This is an optimization exercise on Yosys and OpenROAD, whose aim is small area, not a production implementation. In this exercise RTL edits were held to simulation tests only and were not proved equivalent to the original. No activity file was given, so power comes from the tool's default toggle rates. No driver is modelled on the clock port, so clocking that relies on it looks cheaper here than on a real chip.

Setup of run a:
## cpu_core
module cpu_core (
  input  logic            clk,
  input  logic            reset,
  input  logic            inst_valid,
  input  cpu_pkg::inst_t  inst,
  output logic            wb_valid,
  output cpu_pkg::regno_t wb_regno,
  output cpu_pkg::word_t  wb_data
);
  logic            d_wb;
  logic            d_ld;
  logic            d_st;
  cpu_pkg::regno_t d_rs;
  cpu_pkg::regno_t d_rt;
  cpu_pkg::imm_t   d_imm;
  logic            d_use_imm;
  logic            d_dst_rd;
  logic [1:0]      d_rsel;
  logic [1:0]      d_cmp;
  logic [3:0]      d_tt;
  logic            d_sub;
  logic            d_shl;
  cpu_pkg::word_t  a_val;
  cpu_pkg::word_t  b_val;
  cpu_pkg::word_t  e_res;
  logic [15:0]     e_row;
  logic [15:0]     e_col;
  logic            e_wb;
  logic            e_ld;
  logic            e_st;
  cpu_pkg::regno_t e_dst;
  decode_stage u_decode (
    .clk        (clk),
    .reset      (reset),
    .inst_valid (inst_valid),
    .inst       (inst),
    .d_wb       (d_wb),
  ...
For scale: roughly 24000 cells after synthesis, roughly 8900 flip-flops, roughly 72 I/O pins, about 310000 sq um of cells after synthesis.
export LEC_CHECK = 0
export CAP_MARGIN = 20
export CORE_MARGIN = 2
export CORE_UTILIZATION = 65
export CTS_CLUSTER_DIAMETER = 80
export CTS_CLUSTER_SIZE = 30
export SETUP_SLACK_MARGIN = 0.4
export SLEW_MARGIN = 20
export SYNTH_HIERARCHICAL = 1
export SYNTH_MEMORY_MAX_BITS = 16384
create_clock -name core_clock -period 7.0 [get_ports {clk}]
standard.sh (not shown) runs the stock make flow with config.mk's settings and CLKGATE_MAP_FILE= SYNTH_SCRIPT=/design/flow/synth_recipe.tcl, a recipe that flattens the netlist after the stock synthesis.
==> flow/flow/run.sh <==
#!/bin/bash
# Layout: the standard flow (standard.sh) with its synthesis unchanged,
# and these changes to how the layout is made:
#  - after global placement, a buffer driven by a simple gate is folded into
#    that gate, which is sized up instead, where the merged net stays short
#    (fold_bufs.tcl);
#  - up to 10 rounds of antenna repair after detailed routing (ORFS: 5);
#  - timing repair may size a cell to one of another footprint, and aims at
#    0.4 ns of setup slack (SETUP_SLACK_MARGIN in config.mk);
#  - clock tree synthesis inserts no dummy loads;
#  - the port buffers are buf_2 cells.
# Each step's full output goes to a log file in this folder; ORFS's own logs
# are under orfs/logs/.
set -euo pipefail
here=$(pwd)

bash standard.sh synth > log_synth.log 2>&1

CTS="-sink_clustering_enable -repair_clock_nets"
CTS="$CTS -sink_clustering_size 30 -sink_clustering_max_diameter 80"
CTS="$CTS -dont_use_dummy_load"

bash standard.sh \
  MATCH_CELL_FOOTPRINT=0 \
  MAX_REPAIR_ANTENNAS_ITER_DRT=10 \
  "POST_GLOBAL_PLACE_TCL=$here/flow/fold_bufs.tcl" \
  "CTS_ARGS=$CTS" \
  "BUFFER_PORTS_ARGS=-buffer_cell sky130_fd_sc_hd__buf_2" \
  finish > log_layout.log 2>&1
Other scripts of this flow, unchanged in this note and not shown: flow/flow/fold_bufs.tcl
Run a closes out successfully: all stages finished, all timing, DRC and antenna checks passed.
The following lists how run b was set up differently from run a:
# run a
export LEC_CHECK = 0
export CAP_MARGIN = 20
export CORE_MARGIN = 2
export CORE_UTILIZATION = 65
export CTS_CLUSTER_DIAMETER = 80
export CTS_CLUSTER_SIZE = 30
export SETUP_SLACK_MARGIN = 0.4
export SLEW_MARGIN = 20
export SYNTH_HIERARCHICAL = 1
export SYNTH_MEMORY_MAX_BITS = 16384
create_clock -name core_clock -period 7.0 [get_ports {clk}]
# run b
export LEC_CHECK = 0
export CAP_MARGIN = 35
export CORE_MARGIN = 2
export CORE_UTILIZATION = 65
export CTS_CLUSTER_DIAMETER = 80
export CTS_CLUSTER_SIZE = 30
export SETUP_SLACK_MARGIN = 0.4
export SLEW_MARGIN = 30
export SYNTH_HIERARCHICAL = 1
export SYNTH_MEMORY_MAX_BITS = 16384
create_clock -name core_clock -period 7.0 [get_ports {clk}]
diff --git a/flow/flow/run.sh b/flow/flow/run.sh
--- a/flow/flow/run.sh
+++ b/flow/flow/run.sh
@@ -5,5 +5,7 @@
 #    that gate, which is sized up instead, where the merged net stays short
 #    (fold_bufs.tcl);
-#  - up to 10 rounds of antenna repair after detailed routing (ORFS: 5);
+#  - after global routing, a second antenna repair that also treats nets
+#    within 30% of the limit (ant_margin.tcl), and up to 10 rounds of antenna
+#    repair after detailed routing (ORFS: 5);
 #  - timing repair may size a cell to one of another footprint, and aims at
 #    0.4 ns of setup slack (SETUP_SLACK_MARGIN in config.mk);
@@ -25,4 +27,5 @@
   MAX_REPAIR_ANTENNAS_ITER_DRT=10 \
   "POST_GLOBAL_PLACE_TCL=$here/flow/fold_bufs.tcl" \
+  "POST_GLOBAL_ROUTE_TCL=$here/flow/ant_margin.tcl" \
   "CTS_ARGS=$CTS" \
   "BUFFER_PORTS_ARGS=-buffer_cell sky130_fd_sc_hd__buf_2" \
==> flow/flow/ant_margin.tcl (new file) <==
# Used by flow/run.sh after global routing (POST_GLOBAL_ROUTE_TCL): a second
# antenna repair that also treats nets within 30% of the limit, so that
# detailed routing is less likely to leave antenna violations behind.
repair_antennas -iterations 3 -ratio_margin 30
check_placement -verbose
Results
Run b -> run a: number of clock-tree buffers in the layout flat. Area added between synthesis and finish, run a and run b: smaller value in run a. Run b completed; timing, DRC and antenna clean. The final layout from run a, which completed every stage, passed the timing, DRC and antenna checks at the end of the flow. For total length of routed wires, run b and run a come out practically identical. Hold slack improves in run b relative to run a. NOTE: global routing met1 resource utilization in run b exceeds that of run a. Between run b and run a, the fraction of standard cell area that is sequential figures differ only marginally. In run b, the final standard cell utilization of the core came out 0.16 points above the value in run a. Comparing run b with run a, the routed length per placed instance came out essentially unchanged. Diff run a..run b | number of top-level pins | unchanged. In run b, the fraction of the cycle the final worst path needs came out 3.8 points above the value in run a. Comparing run a with run b, the clock group share of total power came out essentially unchanged. Run b ended up with a2111oi_0 as its master of the slowest instance on the critical path; run a ended up with or3_2.

==> separate check: timing with driven ports <==
The flow's constraints put no driver on any port. The routed layouts listed below were extracted and timed again, unchanged, in two steps. Step 1: set_driving_cell puts a clkbuf_16 on clk and a buf_2 on each other input, an assumption about the parent block. Step 2 times the ports against the registers' clock, not the clock port: input delays grow and output delays shrink by t, the midpoint of the rising clock arrivals with the driver on. Slacks: no drivers / after step 1 / after step 2; pairs: no drivers / after step 1.
run | t, ns | setup WS [ns] | worst setup path after step 2
run a | 1.144 | 0.701 / 0.701 / 0.701 | register to register
run b | 1.149 | 0.433 / 0.433 / 0.433 | register to register
After both steps every run listed still meets setup and hold.
